From an optimization exercise on the open Yosys and OpenROAD flow, aimed at small area and a short achievable clock period; shortcuts taken in it are not production practice. In this exercise RTL edits were held to simulation tests only and were not proved equivalent to the original. Power and IR drop assume default switching activity.

==> inputs of build 97 <==
==> flow/design.v (excerpt) <==
module memory_access (
   input  logic        i_clk,
   input  logic        i_reset,
   input  logic        i_halt,
   input  logic        i_WB_write,
   input  logic        i_WB_mem_to_reg,
   input  logic        i_MEM_read,
   input  logic        i_MEM_write,
   input  logic        i_MEM_unsigned,
   input  logic [1:0]  i_MEM_byte_half_word,
   input  logic [4:0]  i_write_reg,
   input  logic [31:0] i_data_to_write_in_MEM,
   input  logic [31:0] i_ALU_result,
   output logic        o_WB_write,
   output logic        o_WB_mem_to_reg,
   output logic [4:0]  o_write_reg,
   output logic [31:0] o_mem_data,
   output logic [31:0] o_ALU_result
);
export LEC_CHECK = 0
export CAP_MARGIN = 20
export CORE_MARGIN = 2
export CORE_UTILIZATION = 65
export PLACE_DENSITY = 0.75
export SLEW_MARGIN = 20
export SYNTH_HIERARCHICAL = 1
export SYNTH_MINIMUM_KEEP_SIZE = 0
create_clock -name core_clock -period 5.0 [get_ports {i_clk}]
standard.sh (not shown) runs the stock make flow with config.mk's settings and CLKGATE_MAP_FILE= SYNTH_SCRIPT=/design/flow/synth_recipe.tcl, a recipe that flattens the netlist after the stock synthesis.
==> flow/flow/run.sh <==
#!/bin/bash
# Own layout flow: the standard synthesis unchanged, then the standard
# ORFS layout with a lighter clock tree (no dummy loads, larger sink clusters),
# small port buffers, and timing repair aimed beyond the 5 ns constraint.
# Each tool's output goes to a log file in the work folder.
set -euo pipefail
bash standard.sh synth > synth.log 2>&1
bash standard.sh \
  "CTS_ARGS=-sink_clustering_enable -repair_clock_nets -dont_use_dummy_load -sink_clustering_size 20 -sink_clustering_max_diameter 60 -root_buf sky130_fd_sc_hd__clkbuf_16 -buf_list {sky130_fd_sc_hd__clkbuf_8}" \
  "BUFFER_PORTS_ARGS=-buffer_cell sky130_fd_sc_hd__buf_2" \
  SETUP_SLACK_MARGIN=2.3 \
  finish > layout.log 2>&1
==> build 15 (differences from build 97) <==
--- a/flow/design.v
+++ b/flow/design.v
@@ -179,16 +179,18 @@
       end
    end
    always_ff @(posedge i_clk)
       mem_qi <= mem_d;
    for (genvar b = 0; b < 32; b++) begin : g_rd
       logic [31:0] t0;
       logic [15:0] t1;
-      logic [3:0] t2;
-      logic [0:0] t3;
+      logic [7:0] t2;
+      logic [3:0] t3;
+      logic [1:0] t4;
+      logic [0:0] t5;
       ma_oai22 u_a0 (.qi0(mem_qi[0+b]), .s0_n(sel_n[b/8][0]), .qi1(mem_qi[32+b]), .s1_n(sel_n[b/8][1]), .y(t0[0]));
       ma_oai22 u_a1 (.qi0(mem_qi[64+b]), .s0_n(sel_n[b/8][2]), .qi1(mem_qi[96+b]), .s1_n(sel_n[b/8][3]), .y(t0[1]));
       ma_oai22 u_a2 (.qi0(mem_qi[128+b]), .s0_n(sel_n[b/8][4]), .qi1(mem_qi[160+b]), .s1_n(sel_n[b/8][5]), .y(t0[2]));
       ma_oai22 u_a3 (.qi0(mem_qi[192+b]), .s0_n(sel_n[b/8][6]), .qi1(mem_qi[224+b]), .s1_n(sel_n[b/8][7]), .y(t0[3]));
       ma_oai22 u_a4 (.qi0(mem_qi[256+b]), .s0_n(sel_n[b/8][8]), .qi1(mem_qi[288+b]), .s1_n(sel_n[b/8][9]), .y(t0[4]));
       ma_oai22 u_a5 (.qi0(mem_qi[320+b]), .s0_n(sel_n[b/8][10]), .qi1(mem_qi[352+b]), .s1_n(sel_n[b/8][11]), .y(t0[5]));
       ma_oai22 u_a6 (.qi0(mem_qi[384+b]), .s0_n(sel_n[b/8][12]), .qi1(mem_qi[416+b]), .s1_n(sel_n[b/8][13]), .y(t0[6]));
@@ -229,20 +231,30 @@
       ma_nor2 u_l1_9 (.a(t0[18]), .b(t0[19]), .y(t1[9]));
       ma_nor2 u_l1_10 (.a(t0[20]), .b(t0[21]), .y(t1[10]));
       ma_nor2 u_l1_11 (.a(t0[22]), .b(t0[23]), .y(t1[11]));
       ma_nor2 u_l1_12 (.a(t0[24]), .b(t0[25]), .y(t1[12]));
       ma_nor2 u_l1_13 (.a(t0[26]), .b(t0[27]), .y(t1[13]));
       ma_nor2 u_l1_14 (.a(t0[28]), .b(t0[29]), .y(t1[14]));
       ma_nor2 u_l1_15 (.a(t0[30]), .b(t0[31]), .y(t1[15]));
-      ma_nand4 u_l2_0 (.a(t1[0]), .b(t1[1]), .c(t1[2]), .d(t1[3]), .y(t2[0]));
-      ma_nand4 u_l2_1 (.a(t1[4]), .b(t1[5]), .c(t1[6]), .d(t1[7]), .y(t2[1]));
-      ma_nand4 u_l2_2 (.a(t1[8]), .b(t1[9]), .c(t1[10]), .d(t1[11]), .y(t2[2]));
-      ma_nand4 u_l2_3 (.a(t1[12]), .b(t1[13]), .c(t1[14]), .d(t1[15]), .y(t2[3]));
-      ma_nor4 u_l3_0 (.a(t2[0]), .b(t2[1]), .c(t2[2]), .d(t2[3]), .y(t3[0]));
-      assign rd_n[b] = t3[0];
+      ma_nand2 u_l2_0 (.a(t1[0]), .b(t1[1]), .y(t2[0]));
+      ma_nand2 u_l2_1 (.a(t1[2]), .b(t1[3]), .y(t2[1]));
+      ma_nand2 u_l2_2 (.a(t1[4]), .b(t1[5]), .y(t2[2]));
+      ma_nand2 u_l2_3 (.a(t1[6]), .b(t1[7]), .y(t2[3]));
+      ma_nand2 u_l2_4 (.a(t1[8]), .b(t1[9]), .y(t2[4]));
+      ma_nand2 u_l2_5 (.a(t1[10]), .b(t1[11]), .y(t2[5]));
+      ma_nand2 u_l2_6 (.a(t1[12]), .b(t1[13]), .y(t2[6]));
+      ma_nand2 u_l2_7 (.a(t1[14]), .b(t1[15]), .y(t2[7]));
+      ma_nor2 u_l3_0 (.a(t2[0]), .b(t2[1]), .y(t3[0]));
+      ma_nor2 u_l3_1 (.a(t2[2]), .b(t2[3]), .y(t3[1]));
+      ma_nor2 u_l3_2 (.a(t2[4]), .b(t2[5]), .y(t3[2]));
+      ma_nor2 u_l3_3 (.a(t2[6]), .b(t2[7]), .y(t3[3]));
+      ma_nand2 u_l4_0 (.a(t3[0]), .b(t3[1]), .y(t4[0]));
+      ma_nand2 u_l4_1 (.a(t3[2]), .b(t3[3]), .y(t4[1]));
+      ma_nor2 u_l5_0 (.a(t4[0]), .b(t4[1]), .y(t5[0]));
+      assign rd_n[b] = t5[0];
    end
    logic en, hld, rd_en, sx, isb, ish, isw;
    logic [3:0] a_oh;
    logic [3:0] Ls_n;        
    logic       M0_n, M2_n;  
    logic       W_n;         
    logic [3:0] F_n, E_n;    
==> flow/flow/run.sh (replaced) <==
#!/bin/bash
# Own layout flow: the standard synthesis unchanged, then the standard
# ORFS layout with a lighter clock tree (no dummy loads, larger sink clusters),
# small port buffers, and timing repair aimed beyond the 5 ns constraint.
# Each tool's output goes to a log file in the work folder.
set -euo pipefail
bash standard.sh synth > synth.log 2>&1
bash standard.sh \
  "CTS_ARGS=-sink_clustering_enable -repair_clock_nets -dont_use_dummy_load -sink_clustering_size 16 -sink_clustering_max_diameter 45 -root_buf sky130_fd_sc_hd__clkbuf_16 -buf_list {sky130_fd_sc_hd__clkbuf_8}" \
  "BUFFER_PORTS_ARGS=-buffer_cell sky130_fd_sc_hd__buf_2" \
  SETUP_SLACK_MARGIN=2.5 \
  finish > layout.log 2>&1
==> build 82 (differences from build 97) <==
--- a/flow/design.v
+++ b/flow/design.v
@@ -49,14 +49,20 @@
 endmodule
 module ma_dec3 (
    input  logic [2:0] a,
    output logic [7:0] y
 );
    always_comb for (int i = 0; i < 8; i++) y[i] = (a == i[2:0]);
 endmodule
+module ma_wr (
+   input  logic w, r, h,
+   output logic y
+);
+   assign y = w & ~r & ~h;
+endmodule
 module ma_and2 (
    input  logic a, b,
    output logic y
 );
    assign y = a & b;
 endmodule
 module ma_be #(
@@ -138,31 +144,31 @@
    logic [2047:0] mem_qi;      
    logic [2047:0] mem_d;
    logic [7:0]    addr;
    logic [5:0]    widx;
    logic [7:0]    pa [4], pb [4];   
    logic [63:0]   sel_n [4];   
    logic [7:0]    wa [4];      
-   logic          wr;
+   logic [3:0]    wr;          
    logic          be [4][8];   
    logic [31:0]   wd_n;        
    logic [31:0]   rd_n;        
    assign addr = i_ALU_result[7:0];
    assign widx = addr[7:2];
-   assign wr   = i_MEM_write & ~i_reset & ~i_halt;
    always_comb begin
       wd_n = ~(i_MEM_byte_half_word == 2'b00 ? {4{i_data_to_write_in_MEM[7:0]}} :
                i_MEM_byte_half_word == 2'b01 ? {2{i_data_to_write_in_MEM[15:0]}} :
                i_data_to_write_in_MEM);
    end
    for (genvar l = 0; l < 4; l++) begin : g_dec
+      ma_wr    u_wr (.w(i_MEM_write), .r(i_reset), .h(i_halt), .y(wr[l]));
       ma_dec3  u_pa (.a(widx[5:3]), .y(pa[l]));
       ma_dec3  u_pb (.a(widx[2:0]), .y(pb[l]));
       for (genvar i = 0; i < 8; i++) begin : g_wa
-         ma_and2 u_wa (.a(pa[l][i]), .b(wr), .y(wa[l][i]));
+         ma_and2 u_wa (.a(pa[l][i]), .b(wr[l]), .y(wa[l][i]));
       end
       for (genvar w = 0; w < 64; w++) begin : g_s
          ma_nand2 u_s (.a(pa[l][w / 8]), .b(pb[l][w % 8]), .y(sel_n[l][w]));
       end
       for (genvar i = 0; i < 8; i++) begin : g_be
          ma_be #(.LANE(l)) u_be (.size(i_MEM_byte_half_word), .a(addr[1:0]), .be(be[l][i]));
       end
@@ -179,16 +185,18 @@
       end
    end
    always_ff @(posedge i_clk)
       mem_qi <= mem_d;
    for (genvar b = 0; b < 32; b++) begin : g_rd
       logic [31:0] t0;
       logic [15:0] t1;
-      logic [3:0] t2;
-      logic [0:0] t3;
+      logic [7:0] t2;
+      logic [3:0] t3;
+      logic [1:0] t4;
+      logic [0:0] t5;
       ma_oai22 u_a0 (.qi0(mem_qi[0+b]), .s0_n(sel_n[b/8][0]), .qi1(mem_qi[32+b]), .s1_n(sel_n[b/8][1]), .y(t0[0]));
       ma_oai22 u_a1 (.qi0(mem_qi[64+b]), .s0_n(sel_n[b/8][2]), .qi1(mem_qi[96+b]), .s1_n(sel_n[b/8][3]), .y(t0[1]));
       ma_oai22 u_a2 (.qi0(mem_qi[128+b]), .s0_n(sel_n[b/8][4]), .qi1(mem_qi[160+b]), .s1_n(sel_n[b/8][5]), .y(t0[2]));
       ma_oai22 u_a3 (.qi0(mem_qi[192+b]), .s0_n(sel_n[b/8][6]), .qi1(mem_qi[224+b]), .s1_n(sel_n[b/8][7]), .y(t0[3]));
       ma_oai22 u_a4 (.qi0(mem_qi[256+b]), .s0_n(sel_n[b/8][8]), .qi1(mem_qi[288+b]), .s1_n(sel_n[b/8][9]), .y(t0[4]));
       ma_oai22 u_a5 (.qi0(mem_qi[320+b]), .s0_n(sel_n[b/8][10]), .qi1(mem_qi[352+b]), .s1_n(sel_n[b/8][11]), .y(t0[5]));
       ma_oai22 u_a6 (.qi0(mem_qi[384+b]), .s0_n(sel_n[b/8][12]), .qi1(mem_qi[416+b]), .s1_n(sel_n[b/8][13]), .y(t0[6]));
@@ -229,20 +237,30 @@
       ma_nor2 u_l1_9 (.a(t0[18]), .b(t0[19]), .y(t1[9]));
       ma_nor2 u_l1_10 (.a(t0[20]), .b(t0[21]), .y(t1[10]));
       ma_nor2 u_l1_11 (.a(t0[22]), .b(t0[23]), .y(t1[11]));
       ma_nor2 u_l1_12 (.a(t0[24]), .b(t0[25]), .y(t1[12]));
       ma_nor2 u_l1_13 (.a(t0[26]), .b(t0[27]), .y(t1[13]));
       ma_nor2 u_l1_14 (.a(t0[28]), .b(t0[29]), .y(t1[14]));
       ma_nor2 u_l1_15 (.a(t0[30]), .b(t0[31]), .y(t1[15]));
-      ma_nand4 u_l2_0 (.a(t1[0]), .b(t1[1]), .c(t1[2]), .d(t1[3]), .y(t2[0]));
-      ma_nand4 u_l2_1 (.a(t1[4]), .b(t1[5]), .c(t1[6]), .d(t1[7]), .y(t2[1]));
-      ma_nand4 u_l2_2 (.a(t1[8]), .b(t1[9]), .c(t1[10]), .d(t1[11]), .y(t2[2]));
-      ma_nand4 u_l2_3 (.a(t1[12]), .b(t1[13]), .c(t1[14]), .d(t1[15]), .y(t2[3]));
-      ma_nor4 u_l3_0 (.a(t2[0]), .b(t2[1]), .c(t2[2]), .d(t2[3]), .y(t3[0]));
-      assign rd_n[b] = t3[0];
+      ma_nand2 u_l2_0 (.a(t1[0]), .b(t1[1]), .y(t2[0]));
+      ma_nand2 u_l2_1 (.a(t1[2]), .b(t1[3]), .y(t2[1]));
+      ma_nand2 u_l2_2 (.a(t1[4]), .b(t1[5]), .y(t2[2]));
+      ma_nand2 u_l2_3 (.a(t1[6]), .b(t1[7]), .y(t2[3]));
+      ma_nand2 u_l2_4 (.a(t1[8]), .b(t1[9]), .y(t2[4]));
+      ma_nand2 u_l2_5 (.a(t1[10]), .b(t1[11]), .y(t2[5]));
+      ma_nand2 u_l2_6 (.a(t1[12]), .b(t1[13]), .y(t2[6]));
+      ma_nand2 u_l2_7 (.a(t1[14]), .b(t1[15]), .y(t2[7]));
+      ma_nor2 u_l3_0 (.a(t2[0]), .b(t2[1]), .y(t3[0]));
+      ma_nor2 u_l3_1 (.a(t2[2]), .b(t2[3]), .y(t3[1]));
+      ma_nor2 u_l3_2 (.a(t2[4]), .b(t2[5]), .y(t3[2]));
+      ma_nor2 u_l3_3 (.a(t2[6]), .b(t2[7]), .y(t3[3]));
+      ma_nand2 u_l4_0 (.a(t3[0]), .b(t3[1]), .y(t4[0]));
+      ma_nand2 u_l4_1 (.a(t3[2]), .b(t3[3]), .y(t4[1]));
+      ma_nor2 u_l5_0 (.a(t4[0]), .b(t4[1]), .y(t5[0]));
+      assign rd_n[b] = t5[0];
    end
    logic en, hld, rd_en, sx, isb, ish, isw;
    logic [3:0] a_oh;
    logic [3:0] Ls_n;        
    logic       M0_n, M2_n;  
    logic       W_n;         
    logic [3:0] F_n, E_n;    
@@ -276,18 +294,19 @@
       ma_o22a u_f23 (.a1(rd_n[23]), .a2(F_n[2]), .b1(rd_n[31]), .b2(F_n[3]), .y(f23_n[c]));
    end
    for (genvar c = 0; c < 4; c++) begin : g_e
       ma_o22a u_e01 (.a1(rd_n[7]), .a2(E_n[0]), .b1(rd_n[15]), .b2(E_n[1]), .y(e01_n[c]));
       ma_o22a u_e23 (.a1(rd_n[23]), .a2(E_n[2]), .b1(rd_n[31]), .b2(E_n[3]), .y(e23_n[c]));
    end
    for (genvar b = 0; b < 8; b++) begin : g_o0
-      logic qh_n, c;
+      logic qh_n, x0, x1;
       ma_nand2 u_h (.a(o_mem_data[b]), .b(hld), .y(qh_n));
-      ma_o221a u_c (.a1(rd_n[16+b]), .a2(Ls_n[2]), .b1(rd_n[24+b]), .b2(Ls_n[3]), .c(qh_n), .y(c));
-      ma_o221ai u_o (.a1(rd_n[b]), .a2(Ls_n[0]), .b1(rd_n[8+b]), .b2(Ls_n[1]), .c(c), .y(md_d[b]));
+      ma_o22a u_x0 (.a1(rd_n[b]), .a2(Ls_n[0]), .b1(rd_n[8+b]), .b2(Ls_n[1]), .y(x0));
+      ma_o22a u_x1 (.a1(rd_n[16+b]), .a2(Ls_n[2]), .b1(rd_n[24+b]), .b2(Ls_n[3]), .y(x1));
+      ma_nand3 u_o (.a(x0), .b(x1), .c(qh_n), .y(md_d[b]));
    end
    for (genvar b = 8; b < 16; b++) begin : g_o1
       logic qh_n, x;
       ma_nand2 u_h (.a(o_mem_data[b]), .b(hld), .y(qh_n));
       ma_o22a u_x (.a1(rd_n[b]), .a2(M0_n), .b1(rd_n[16+b]), .b2(M2_n), .y(x));
       ma_nand4 u_o (.a(x), .b(f01_n[b / 12]), .c(f23_n[b / 12]), .d(qh_n), .y(md_d[b]));
    end
==> flow/flow/run.sh (replaced) <==
#!/bin/bash
# Own layout flow: the standard synthesis unchanged, then the standard
# ORFS layout with a lighter clock tree (no dummy loads, larger sink clusters),
# small port buffers, and timing repair aimed beyond the 5 ns constraint.
# Before global placement the storage flip-flops are pre-placed one byte lane
# per quadrant (flow/preplace.tcl) and released again after it
# (flow/postplace.tcl), so each bit's read tree stays local.
# Each tool's output goes to a log file in the work folder.
set -euo pipefail
bash standard.sh synth > synth.log 2>&1
bash standard.sh \
  "CTS_ARGS=-sink_clustering_enable -repair_clock_nets -dont_use_dummy_load -sink_clustering_size 16 -sink_clustering_max_diameter 45 -root_buf sky130_fd_sc_hd__clkbuf_16 -buf_list {sky130_fd_sc_hd__clkbuf_8}" \
  "BUFFER_PORTS_ARGS=-buffer_cell sky130_fd_sc_hd__buf_2" \
  SETUP_SLACK_MARGIN=2.5 \
  "PRE_GLOBAL_PLACE_TCL=$(pwd)/flow/preplace.tcl" \
  "POST_GLOBAL_PLACE_TCL=$(pwd)/flow/postplace.tcl" \
  finish > layout.log 2>&1
==> flow/flow/postplace.tcl (new file) <==
set block [ord::get_db_block]
set n 0
foreach inst [$block getInsts] {
  if {[$inst getPlacementStatus] eq "FIRM"} { $inst setPlacementStatus PLACED; incr n }
}
puts "POSTPLACE: released $n"
==> flow/flow/preplace.tcl (new file) <==
# Pre-place the storage flip-flops lane by lane (one quadrant per byte lane,
# words down the rows, the 8 bits of a word side by side), then let global
# placement place the rest around them. The flops are released again after
# global placement (see postplace.tcl).
set block [ord::get_db_block]
set rows [$block getRows]
set rowinfo {}
foreach r $rows {
  set o [$r getOrigin]
  set site [$r getSite]
  lappend rowinfo [list [lindex $o 1] [lindex $o 0] [expr {[lindex $o 0] + [$r getSiteCount] * [$site getWidth]}] [$r getOrient] [$site getWidth]]
}
set rowinfo [lsort -integer -index 0 $rowinfo]
set nrows [llength $rowinfo]
# fixed obstacles (tap cells) per row y
array set obs {}
foreach inst [$block getInsts] {
  if {[[$inst getMaster] getName] eq "sky130_fd_sc_hd__tapvpwrvgnd_1"} {
    set bb [$inst getBBox]
    lappend obs([$bb yMin]) [list [$bb xMin] [$bb xMax]]
  }
}
set x0 [lindex [lindex $rowinfo 0] 1]
set x1 [lindex [lindex $rowinfo 0] 2]
set W [expr {$x1 - $x0}]
set halfrows [expr {$nrows / 2}]
set placed 0
proc place_at {inst y xstart orient sw} {
  global obs
  set w [[$inst getMaster] getWidth]
  set x $xstart
  if {[info exists obs($y)]} {
    set moved 1
    while {$moved} {
      set moved 0
      foreach iv $obs($y) {
        if {$x < [lindex $iv 1] && [expr {$x + $w}] > [lindex $iv 0]} {
          set x [lindex $iv 1]; set moved 1
        }
      }
    }
  }
  # snap to site grid
  $inst setOrient $orient
  $inst setLocation $x $y
  $inst setPlacementStatus FIRM
  return [expr {$x + $w}]
}
for {set l 0} {$l < 4} {incr l} {
  set qx [expr {$x0 + ($l % 2) * $W / 2}]
  set qr [expr {($l / 2) * $halfrows}]
  for {set w 0} {$w < 64} {incr w} {
    set half [expr {$w / 32}]
    set k [expr {$w % 32}]
    set ri [expr {$qr + int($k * $halfrows / 32.0)}]
    set row [lindex $rowinfo $ri]
    set y [lindex $row 0]
    set sw [lindex $row 4]
    set gx [expr {$qx + $half * $W / 4 + int(($W / 4 - 8 * 7360) / 2 / $sw) * $sw}]
    set gx [expr {$x0 + (($gx - $x0) / $sw) * $sw}]
    for {set b 0} {$b < 8} {incr b} {
      set idx [expr {32 * $w + 8 * $l + $b}]
      set inst [$block findInst "mem_qi\\\[$idx\\\]\$_DFF_P_"]
      if {$inst eq "NULL"} { set inst [$block findInst "mem_qi\[$idx\]\$_DFF_P_"] }
      if {$inst eq "NULL"} { puts "PREPLACE: missing $idx"; continue }
      set gx [place_at $inst $y $gx [lindex $row 3] $sw]
      incr placed
    }
  }
}
puts "PREPLACE: placed $placed flops"
==> results.txt <==
Status: build 97 finished clean; build 82 finished clean; build 15 finished clean
Headroom to the max-slew limit: build 97 17.9%; build 82 19.6%; build 15 21.4%
Final-layout worst hold slack: build 97 417 ps; build 82 429 ps; build 15 439 ps
Mean area per synthesized cell: build 97 10.9 um^2; build 82 10.5 um^2; build 15 10.5 um^2
Proportion of synthesized chip area in sequential cells: build 97 55.3%; build 82 54.9%; build 15 54.9%
Startpoint of the tightest hold check path: build 97 i_ALU_result[31]; build 82 i_ALU_result[31]; build 15 i_WB_write
Routed length on met1: build 97 105000 um; build 82 96900 um; build 15 108000 um
Comb pwr: build 97 3.15 mW; build 82 2.81 mW; build 15 3.35 mW
Count of cell types in the netlist: build 97 38; build 82 35; build 15 37
Vias/cell: build 97 7.56; build 82 7.49; build 15 7.44
Total Nets Final: build 97 7652; build 82 7921; build 15 8064
Hold-critical path endpoint: build 97 oth_q[31]; build 82 oth_q[31]; build 15 oth_q[38]
Antenna violations before repair: build 97 10; build 82 15; build 15 14
Share of layout cells above drive strength 1: build 97 13.4%; build 82 12.1%; build 15 18.1%
CP required: build 97 5650 ps; build 82 5660 ps; build 15 5620 ps
Clock buffer count in the final layout: build 97 140; build 82 180; build 15 185
Mux share of post-synthesis cell area: build 97 0.313%; build 82 0.311%; build 15 0.311%
Clock-pin transition on the worst setup and hold timing paths: build 97 110 ps; build 82 90 ps; build 15 90 ps
Slowest stage delay, CP: build 97 470 ps; build 82 240 ps; build 15 280 ps
Average wire length per cell after detail routing: build 97 29.1 um; build 82 26.3 um; build 15 28.6 um
Master of the slowest instance on the critical path: build 97 nor4_4; build 82 o22a_1; build 15 o221a_1
Power density of the placed cells: build 97 334 nW/um^2; build 82 338 nW/um^2; build 15 333 nW/um^2
Total placed instance area: build 97 81400 um^2; build 82 80900 um^2; build 15 83000 um^2

-- what the ideal ports hide --
No port has a modelled driver above. Below, the same layouts with a new extraction and two added sets of constraints. Step 1 assumes that a clkbuf_16 drives the clock port and a buf_2 every other input. Step 2 adds t to the input delays and takes it off the output delays; t is the mean of the earliest and latest rising clock arrival at the registers after step 1. Input paths then give back, and output paths get back, about the clock's delay inside the block. Slacks: ideal ports / drivers / drivers and shift; pairs: ideal ports / drivers.
run	t, ns	setup slack, ns	worst hold slack (ns)	worst register clock-pin slew, ns	pins driven straight from the clock port
build 97	0.852	2.141 / 1.950 / 1.098	0.417 / 0.366 / 0.478	0.12 / 0.12	1
build 15	0.857	2.376 / 2.197 / 1.340	0.439 / 0.377 / 0.474	0.10 / 0.10	1
build 82	0.856	2.457 / 2.255 / 1.399	0.429 / 0.374 / 0.473	0.10 / 0.10	1
After both steps every run listed still meets setup and hold. For build 82, which loses most, drivers alone change the setup slack by -0.202 ns; drivers and shift together by -1.058 ns.
